This design comes from an exercise in tuning for small area and a short achievable clock period on the open sky130 flow, not from production work. RTL that was checked went through simulation tests only; none was proved equivalent to the original. Power and IR drop assume default switching activity.

Design apb_adv_timer_top, start of the top module:
module apb_adv_timer_top #(
   parameter int NUM_TIMERS = 4
) (
   input  logic                    clk_i,
   input  logic                    reset_i,
   input  logic                    psel_i,
   input  logic                    penable_i,
   input  logic                    pwrite_i,
   input  timer_pkg::addr_t        paddr_i,
   input  timer_pkg::data_t        pwdata_i,
   output timer_pkg::data_t        prdata_o,
   output logic                    pslverr_o,
   output logic [2*NUM_TIMERS-1:0] pwm_o,     
   output logic [NUM_TIMERS-1:0]   events_o
);
   logic [NUM_TIMERS*8-1:0]  presc;
   logic [NUM_TIMERS-1:0]    saw;
   logic [NUM_TIMERS*16-1:0] cstart, cend, comp0, comp1, count_nxt;
   logic [NUM_TIMERS*3-1:0]  op0, op1;
   logic [NUM_TIMERS*4-1:0]  cmd;
   logic [NUM_TIMERS-1:0]    tmr_end;
   logic                     rst_dly_q;
   always_ff @(posedge clk_i) rst_dly_q <= reset_i;
   apb_timer_regs #(
      .NUM_TIMERS (NUM_TIMERS)
   ) u_regs (
      .clk_i       (clk_i),
      .reset_i     (reset_i),
      .psel_i      (psel_i),
      .penable_i   (penable_i),
      .pwrite_i    (pwrite_i),
      .paddr_i     (paddr_i),
      .pwdata_i    (pwdata_i),
      .prdata_o    (prdata_o),
      .pslverr_o   (pslverr_o),
      .presc_o     (presc),
      .saw_o       (saw),
      .start_o     (cstart),
      .end_o       (cend),
      .comp0_o     (comp0),
      .op0_o       (op0),
      .comp1_o     (comp1),
      .op1_o       (op1),
      .cmd_o       (cmd),
      .count_nxt_i (count_nxt),
      .end_i       (tmr_end),
      .events_o    (events_o)
   );
   for (genvar i = 0; i < NUM_TIMERS; i++) begin : gen_timer
      adv_timer u_tim (
         .clk_i       (clk_i),
         .reset_i     (reset_i),
         .rst_dly_i   (rst_dly_q),
         .presc_i     (presc[8*i +: 8]),
         .saw_i       (saw[i]),
         .start_i     (cstart[16*i +: 16]),
         .end_i       (cend[16*i +: 16]),
         .comp0_i     (comp0[16*i +: 16]),
         .op0_i       (op0[3*i +: 3]),
         .comp1_i     (comp1[16*i +: 16]),
         .op1_i       (op1[3*i +: 3]),
         .cmd_i       (cmd[4*i +: 4]),
         .count_nxt_o (count_nxt[16*i +: 16]),
         .end_o       (tmr_end[i]),
         .pwm_o       (pwm_o[2*i +: 2])
      );
   end
endmodule
clock: 7.0 ns
lec_check: 0
cap_margin: 20
core_margin: 2
core_utilization: 60
cts_cluster_diameter: 100
cts_cluster_size: 25
setup_slack_margin: 4.4
slew_margin: 20
run.sh (not shown) runs the stock make flow with config.mk's settings and CLKGATE_MAP_FILE= SYNTH_SCRIPT=/design/flow/synth_recipe.tcl, a recipe that flattens the netlist after the stock synthesis.
The baseline passed the timing, DRC and antenna checks.
Next try:
CAP_MARGIN = 0   (was 20)
SLEW_MARGIN = 0   (was 20)
Result: Wire length barely changes; final area is higher by 0.72%; die area stays the same; utilization is higher by 0.51 points; area after synthesis does not change; clock power is lower by about 2%.
Next try:
ABC_AREA = 1   (was not set)
CAP_MARGIN = 20   (was 0)
SLEW_MARGIN = 20   (was 0)
The changed run completed with no timing, DRC or antenna violations.
Synthesized cell count climbs by 49%.
Cell area climbs by about 2%.
Die area climbs by 5.5%.
Routed wire length climbs by about 7%.
Combinational power drops by about 2.3%.
Via count climbs by 24%.
Clock power hardly moves.
Setup slack improved by 0.066 ns.
Core utilization drops by 2.9 points.
Global-route usage climbs by 0.37 points.
Next try:
ABC_AREA = not set   (was 1)
CORE_UTILIZATION = 55   (was 60)
Outcome:
- worst hold slack is better by 0.026 ns
- non-clock buffer count went up by 120
- area after synthesis is lower by 5.3%
- power climbs by 1.4%
- worst setup slack loses 0.097 ns
- global-route usage decreases by 3.3 points
- fmax is lower by 3.3%
- synthesized cell count shrinks by 33%
- wire length falls by 2.9%
- design area drops by 0.55%

* * *

Another version of the RTL of apb_adv_timer_top (not shown whole).
Size in the first run: roughly 3200 cells after synthesis, ~820 flip-flops, about 90 I/O pins, roughly 0.038 mm² of cells after synthesis.
Settings: LEC_CHECK=0, CAP_MARGIN=20, CORE_MARGIN=2, CORE_UTILIZATION=60, CTS_BUF_LIST=sky130_fd_sc_hd__clkbuf_8 sky130_fd_sc_hd__clkbuf_16, CTS_CLUSTER_DIAMETER=100, CTS_CLUSTER_SIZE=25, SETUP_SLACK_MARGIN=4.4, SLEW_MARGIN=20; clock period 7.0 ns.
The baseline passed the timing, DRC and antenna checks.
Rerun with:
- CTS_BUF_LIST: sky130_fd_sc_hd__clkbuf_8 sky130_fd_sc_hd__clkbuf_16 -> unset
Result:
- wire length stays flat
- final cell count barely changes
- global-route usage stays flat
- cell area stays flat
- sequential share of layout area is about the same
- hold slack gains 6.4 ps
- power climbs slightly
- worst setup slack improved by 22 ps
Function was not checked in any run of this note: the RTL went through the layout flow alone.

* * *

== the baseline ==
RTL: one of the versions met above, not the one the previous note started from.
Size in the first run: about 3000 cells after synthesis, about 90 I/O pins.
export LEC_CHECK = 0
export CAP_MARGIN = 20
export CORE_MARGIN = 2
export CORE_UTILIZATION = 60
export CTS_BUF_LIST = sky130_fd_sc_hd__clkbuf_8 sky130_fd_sc_hd__clkbuf_16
export CTS_CLUSTER_DIAMETER = 100
export CTS_CLUSTER_SIZE = 25
export SETUP_SLACK_MARGIN = 4.4
export SLEW_MARGIN = 20
create_clock -name core_clock -period 7.0 [get_ports {clk_i}]
The baseline reached the final stage; the timing, DRC and antenna checks on its layout passed.
Setup changes, the baseline to the candidate
Settings: putting ABC_AREA at 1 where nothing was set; clearing CTS_BUF_LIST, which used to be sky130_fd_sc_hd__clkbuf_8 sky130_fd_sc_hd__clkbuf_16; swapping 4.4 for 4.5 in SETUP_SLACK_MARGIN.
Notes after the runs:
Taking the baseline as the reference, in the candidate fraction of area in clock buffers and inverters saw a decrease; fill cell total of the finished layout climbed 1040; logic gate share of total power has increased; area fraction in and, or, nand and nor cells after synthesis has increased.
[compare] base=the baseline new=the candidate: power of the combinational group saw an increase, critical path depth in cells saw an increase, DRC marker count from the first detailed-route iteration saw an increase, stage delay of the slowest cell on the critical path saw a decrease, total setup violations reported at the end of the flow saw little to no change.
Of the two values seen for timing endpoint of the critical path, gen_timer[3].u_tim.tick_q was produced by the candidate and gen_timer[2].u_tim.at_end_q by the baseline.

* * *

Starting RTL as in the previous note.
Settings: LEC_CHECK=0, CAP_MARGIN=20, CORE_MARGIN=2, CORE_UTILIZATION=66, CTS_CLUSTER_DIAMETER=100, CTS_CLUSTER_SIZE=25, SETUP_SLACK_MARGIN=4.4, SLEW_MARGIN=20; clock period 7.0 ns.
Next try:
--- a/flow/config.mk
+++ b/flow/config.mk
@@ -8,7 +8,5 @@
 export CAP_MARGIN = 20
 export CORE_MARGIN = 2
-export CORE_UTILIZATION = 66
-export CTS_CLUSTER_DIAMETER = 100
-export CTS_CLUSTER_SIZE = 25
-export SETUP_SLACK_MARGIN = 4.4
+export CORE_UTILIZATION = 60
+export SETUP_SLACK_MARGIN = 4.0
 export SLEW_MARGIN = 20
Clock power rises by 66%.
Wire length went down by 3.6%.
Worst setup slack gets worse by 0.17 ns.
Final area drops by 2.0%.
Maximum frequency is lower by 5.6%.
Core utilization is lower by 8.5 points.
Hold slack degrades by 0.025 ns.
Next try:
--- a/flow/config.mk
+++ b/flow/config.mk
@@ -9,4 +9,6 @@
 export CORE_MARGIN = 2
 export CORE_UTILIZATION = 60
-export SETUP_SLACK_MARGIN = 4.0
+export CTS_CLUSTER_DIAMETER = 100
+export CTS_CLUSTER_SIZE = 25
+export SETUP_SLACK_MARGIN = 4.5
 export SLEW_MARGIN = 20
After rerunning: Total power drops by 15%; cell count grows by 2.3%; setup slack gets better by 0.26 ns.
Next try:
--- a/flow/config.mk
+++ b/flow/config.mk
@@ -9,6 +9,4 @@
 export CORE_MARGIN = 2
 export CORE_UTILIZATION = 60
-export CTS_CLUSTER_DIAMETER = 100
-export CTS_CLUSTER_SIZE = 25
-export SETUP_SLACK_MARGIN = 4.5
+export SETUP_SLACK_MARGIN = 4.4
 export SLEW_MARGIN = 20
Outcome:
- sequential cell count is unchanged
- maximum frequency went down by 1.6%
- design area is about the same
Next try:
--- a/flow/config.mk
+++ b/flow/config.mk
@@ -9,4 +9,7 @@
 export CORE_MARGIN = 2
 export CORE_UTILIZATION = 60
+export CTS_CLUSTER_DIAMETER = 100
+export CTS_CLUSTER_SIZE = 25
 export SETUP_SLACK_MARGIN = 4.4
 export SLEW_MARGIN = 20
+export TNS_END_PERCENT = 5
Effect: The new run passed the timing, DRC and antenna checks; sequential power hardly moves; synthesized area is unchanged; final area fell by a few percent; total power fell by about a fifth; via count fell slightly; hold slack improved by 0.0055 ns; setup slack got worse by 0.24 ns; clock power fell by well over a third; flip-flop and latch count stays the same; core utilization fell by 3.1 points; global-route usage fell by 0.62 points.
Next try:
--- a/flow/config.mk
+++ b/flow/config.mk
@@ -10,6 +10,5 @@
 export CORE_UTILIZATION = 60
 export CTS_CLUSTER_DIAMETER = 100
-export CTS_CLUSTER_SIZE = 25
+export CTS_CLUSTER_SIZE = 30
 export SETUP_SLACK_MARGIN = 4.4
 export SLEW_MARGIN = 20
-export TNS_END_PERCENT = 5
Die area does not change.
Total power is about the same.
Final cell count hardly moves.

* * *

apb_adv_timer_top, a different RTL version from the one above (not shown whole).
Size in the first run: roughly 3400 cells after synthesis, about 0.039 mm2 of cells after synthesis.
clock: 7.0 ns
lec_check: 0
cap_margin: 20
core_margin: 2
core_utilization: 40
slew_margin: 20
The starting point finished clean.
Rerun with:
--- a/flow/config.mk
+++ b/flow/config.mk
@@ -7,2 +7,3 @@
 export LEC_CHECK = 0
+export ABC_CLOCK_PERIOD_IN_PS = 2500
 export CAP_MARGIN = 20
@@ -10,2 +11,3 @@
 export CORE_UTILIZATION = 40
+export SETUP_SLACK_MARGIN = 4.4
 export SLEW_MARGIN = 20
What happened: Global-route usage climbs by 1.7 points; power climbs by 3.4%; count of clock-buffer cells in the layout climbs by 3; routed wire length climbs by 6.8%; via count climbs by 7.4%; cell count climbs by 5.5%; die area is unchanged.
No functional check of the RTL was part of any run of this note.

* * *

apb_adv_timer_top, a different RTL version from the one above (not shown whole).
Size: about 3000 cells after synthesis, ~90 I/O pins, ~38000 µm² of cells after synthesis.
clock: 7.0 ns
lec_check: 0
cap_margin: 20
core_margin: 2
core_utilization: 60
setup_slack_margin: 4.4
slew_margin: 20
Change:
CORE_UTILIZATION = 40   (was 60)
What happened: Setup slack is worse by 110 ps. Critical path depth stays the same. Routed wire length came out higher by 3.5%. Clock power is about the same. Sequential power is about the same. Worst hold slack got worse by 12 ps. Synthesized area does not change. Total power stays flat. Core utilization falls by 24 points.
Change:
CORE_UTILIZATION = 60   (was 40)
CTS_BUF_LIST = sky130_fd_sc_hd__clkbuf_8   (was not set)
Sequential power stays flat.
Via count goes up by about 4.4%.
Design area came out lower by 2.9%.
No run of this note included a check of the RTL's function; only the layout flow was run.

* * *

== fjord ==
RTL: one of the versions met above, not the one the previous note started from.
Size: ~3000 cells after synthesis, about 820 flip-flops, about 90 I/O pins, about 0.037 sq mm of cells after synthesis.
Design apb_adv_timer_top, start of the top module:
module apb_adv_timer_top #(
   parameter int NUM_TIMERS = 4
) (
   input  logic                    clk_i,
   input  logic                    reset_i,
   input  logic                    psel_i,
   input  logic                    penable_i,
   input  logic                    pwrite_i,
   input  timer_pkg::addr_t        paddr_i,
   input  timer_pkg::data_t        pwdata_i,
   output timer_pkg::data_t        prdata_o,
   output logic                    pslverr_o,
   output logic [2*NUM_TIMERS-1:0] pwm_o,     
   output logic [NUM_TIMERS-1:0]   events_o
);
Settings: LEC_CHECK=0, CAP_MARGIN=20, CORE_MARGIN=2, CORE_UTILIZATION=60, CTS_CLUSTER_DIAMETER=100, CTS_CLUSTER_SIZE=25, GPL_ROUTABILITY_DRIVEN=0, SETUP_SLACK_MARGIN=4.4, SLEW_MARGIN=20; clock period 7.0 ns.
Both conditions hold for fjord: the flow ran to the end and the final layout passed the timing, DRC and antenna checks.
--- input diff fjord..maple ---
diff --git a/flow/config.mk b/flow/config.mk
--- a/flow/config.mk
+++ b/flow/config.mk
@@ -12,4 +12,3 @@
 export CTS_CLUSTER_SIZE = 25
-export GPL_ROUTABILITY_DRIVEN = 0
-export SETUP_SLACK_MARGIN = 4.4
+export SETUP_SLACK_MARGIN = 4.7
 export SLEW_MARGIN = 20
==> comparison <==
Going from fjord to maple, placed instance count dropped 0.37%; final cell count climbed 78; switching part of the total climbed 0.17 points. maple vs. fjord: met3 track utilization from global routing went up by 0.19 points. Layout overhead on the synthesized area for maple: 4.6 points up relative to fjord. The sequential share of the synthesized area of maple and that of fjord are within noise of each other. Of fjord and maple, the run reporting the lower combined area of the multi-input logic cells was fjord.
Inputs modified between maple and garnet:
diff --git a/flow/config.mk b/flow/config.mk
--- a/flow/config.mk
+++ b/flow/config.mk
@@ -10,5 +10,5 @@
 export CORE_UTILIZATION = 60
-export CTS_CLUSTER_DIAMETER = 100
-export CTS_CLUSTER_SIZE = 25
-export SETUP_SLACK_MARGIN = 4.7
+export CTS_CLUSTER_DIAMETER = 80
+export CTS_CLUSTER_SIZE = 20
+export SETUP_SLACK_MARGIN = 4.4
 export SLEW_MARGIN = 20
==> comparison <==
Sort maple and garnet by worst hold slack, ascending, and garnet comes first.
maple → garnet: sequential portion of the cell area rose by 1.7 points; post-place instance area went down; final wirelength now smaller; clock tree buffer count of the final layout rose 14.
diff inputs: garnet => zinc
diff --git a/flow/config.mk b/flow/config.mk
--- a/flow/config.mk
+++ b/flow/config.mk
@@ -10,4 +10,3 @@
 export CORE_UTILIZATION = 60
-export CTS_CLUSTER_DIAMETER = 80
-export CTS_CLUSTER_SIZE = 20
+export CTS_BUF_LIST = sky130_fd_sc_hd__clkbuf_8
 export SETUP_SLACK_MARGIN = 4.4
Results
zinc ended up with a higher via count than garnet did. In the tables for garnet and zinc, global-route usage reads higher with zinc. Re non-clock buffer count: garnet and zinc aren't equal, and the lower value belongs to garnet. Sort garnet and zinc by layout clock buffer count desc -> top: zinc. Higher clock skew was reported by zinc, not garnet. The standard cells in zinc occupy more silicon area than those in garnet do. Final cell utilization of the core in zinc is 2.1 points above garnet. zinc reports a higher maximum frequency than garnet does.

* * *

apb_adv_timer_top, a different RTL version from the one above (not shown whole).
Size: roughly 3200 cells after synthesis, ~90 I/O pins, roughly 38000 um^2 of cells after synthesis.
==> flow/config.mk <==
export PLATFORM = sky130hd
export DESIGN_NAME = apb_adv_timer_top
export DESIGN_NICKNAME = apb_adv_timer_top
export VERILOG_FILES = /design/flow/design.v
export SDC_FILE = /design/flow/constraint.sdc
export NUM_CORES = 4
export LEC_CHECK = 0
export CAP_MARGIN = 20
export CORE_MARGIN = 2
export CORE_UTILIZATION = 60
export CTS_CLUSTER_DIAMETER = 100
export CTS_CLUSTER_SIZE = 25
export SETUP_SLACK_MARGIN = 4.4
export SLEW_MARGIN = 20
==> flow/constraint.sdc <==
create_clock -name core_clock -period 7.0 [get_ports {clk_i}]
set_input_delay 1.4000 -clock core_clock [delete_from_list [all_inputs] [get_ports {clk_i}]]
set_output_delay 1.4000 -clock core_clock [all_outputs]
set_load 0.01 [all_outputs]
The starting point finished with timing, DRC and antenna clean.
Then changed:
ABC_AREA = 1   (was unset)
Power came out lower by about 1.4%.
Synthesized cell count went up by about 26%.
Clock skew stays flat.
No functional check of the RTL was part of any run of this note.

* * *

apb_adv_timer_top, a different RTL version from the one above (not shown whole).
Size: about 820 flip-flops, about 90 I/O pins, roughly 38000 um2 of cells after synthesis.
clock: 7.0 ns
lec_check: 0
abc_area: 1
cap_margin: 20
core_margin: 2
core_utilization: 60
cts_cluster_diameter: 100
cts_cluster_size: 25
setup_slack_margin: 4.5
slew_margin: 20
Rerun with:
- SETUP_SLACK_MARGIN: 4.5 -> 4.4
What happened: Die area does not change; wire length came out lower by 4.8%; cell count drops by 1.1%; total power shrinks by 1.2%; worst hold slack is worse by 0.0062 ns; non-clock buffer count drops by 57; via count falls by 2.8%; maximum frequency is about the same; sequential share of layout area went up by 1.8 points.
Function was not checked in any run of this note: the RTL went through the layout flow alone.

==> separate check: timing with driven ports <==
The flow's constraints put no driver on any port. The routed layouts listed below were extracted and timed again, unchanged, in two steps. Step 1: set_driving_cell puts a clkbuf_16 on clk_i and a buf_2 on each other input, an assumption about the parent block. Step 2, shift: input delay + t, output delay - t, t = (earliest + latest rising clock arrival at the registers) / 2. This alone moves slack from input paths to output paths. Three values: ideal, step 1, step 2; two values: the first two.
| run | t, ns | slack for setup (ns) | worst hold slack (ns) | worst register clock-pin slew, ns | worst slew at a driven data input, ns |
|---|---|---|---|---|---|
| the first run of note 1 | 0.669 | 4.159 / 4.159 / 3.582 | 0.458 / 0.458 / 0.458 | 0.11 / 0.11 | 0.16 |
| the second run of note 1 | 0.667 | 4.118 / 4.118 / 3.487 | 0.467 / 0.467 / 0.467 | 0.11 / 0.11 | 0.16 |
| the third run of note 1 | 0.683 | 4.184 / 4.184 / 3.598 | 0.450 / 0.450 / 0.450 | 0.11 / 0.11 | 0.05 |
| the fourth run of note 1 | 0.677 | 4.088 / 4.088 / 3.551 | 0.477 / 0.477 / 0.477 | 0.11 / 0.11 | 0.16 |
| the first run of note 2 | 0.682 | 3.851 / 3.851 / 3.451 | 0.444 / 0.444 / 0.444 | 0.11 / 0.11 | 0.06 |
| the second run of note 2 | 0.684 | 3.873 / 3.873 / 3.466 | 0.451 / 0.451 / 0.451 | 0.11 / 0.11 | 0.06 |
| the baseline | 0.670 | 4.145 / 4.145 / 3.524 | 0.459 / 0.459 / 0.459 | 0.11 / 0.11 | 0.12 |
| the candidate | 0.688 | 4.305 / 4.305 / 3.809 | 0.457 / 0.457 / 0.457 | 0.12 / 0.12 | 0.06 |
| the first run of note 4 | 0.684 | 4.096 / 4.096 / 3.624 | 0.477 / 0.477 / 0.477 | 0.11 / 0.11 | 0.06 |
| the second run of note 4 | 0.694 | 3.925 / 3.925 / 3.322 | 0.451 / 0.451 / 0.451 | 0.07 / 0.07 | 0.04 |
| the third run of note 4 | 0.677 | 4.189 / 4.189 / 3.540 | 0.443 / 0.443 / 0.443 | 0.11 / 0.11 | 0.13 |
| the fourth run of note 4 | 0.709 | 4.143 / 4.143 / 3.509 | 0.460 / 0.460 / 0.460 | 0.07 / 0.07 | 0.05 |
| the fifth run of note 4 | 0.667 | 3.904 / 3.904 / 3.543 | 0.465 / 0.465 / 0.465 | 0.11 / 0.11 | 0.06 |
| the sixth run of note 4 | 0.663 | 4.119 / 4.119 / 3.611 | 0.472 / 0.472 / 0.472 | 0.12 / 0.12 | 0.16 |
| the first run of note 5 | 0.734 | 2.573 / 2.573 / 1.976 | 0.403 / 0.403 / 0.403 | 0.07 / 0.07 | 0.05 |
| the second run of note 5 | 0.734 | 3.973 / 3.943 / 3.209 | 0.406 / 0.406 / 0.406 | 0.08 / 0.08 | 0.12 |
| the first run of note 6 | 0.716 | 4.125 / 4.127 / 3.411 | 0.437 / 0.437 / 0.437 | 0.08 / 0.08 | 0.19 |
| the second run of note 6 | 0.713 | 4.015 / 4.019 / 3.306 | 0.425 / 0.425 / 0.425 | 0.07 / 0.07 | 0.11 |
| the third run of note 6 | 0.863 | 4.206 / 4.206 / 3.383 | 0.454 / 0.454 / 0.454 | 0.08 / 0.08 | 0.06 |
| fjord | 0.690 | 3.972 / 4.000 / 3.310 | 0.468 / 0.468 / 0.468 | 0.11 / 0.11 | 0.07 |
| maple | 0.684 | 4.153 / 4.153 / 3.502 | 0.470 / 0.470 / 0.470 | 0.11 / 0.11 | 0.11 |
| garnet | 0.684 | 4.092 / 4.092 / 3.505 | 0.454 / 0.454 / 0.454 | 0.09 / 0.09 | 0.13 |
| zinc | 0.864 | 4.130 / 4.130 / 3.443 | 0.451 / 0.451 / 0.451 | 0.07 / 0.07 | 0.06 |
| the first run of note 8 | 0.685 | 4.166 / 4.172 / 3.491 | 0.479 / 0.479 / 0.479 | 0.11 / 0.11 | 0.12 |
| the second run of note 8 | 0.685 | 4.155 / 4.155 / 3.700 | 0.458 / 0.458 / 0.458 | 0.11 / 0.11 | 0.04 |
| the first run of note 9 | 0.681 | 4.245 / 4.245 / 3.597 | 0.457 / 0.457 / 0.457 | 0.11 / 0.11 | 0.06 |
| the second run of note 9 | 0.679 | 4.250 / 4.250 / 3.687 | 0.451 / 0.451 / 0.451 | 0.11 / 0.11 | 0.06 |
After both steps every run listed still meets setup and hold. For the third run of note 6, which loses most, drivers alone change the setup slack by 0.000 ns; drivers and shift together by -0.823 ns.
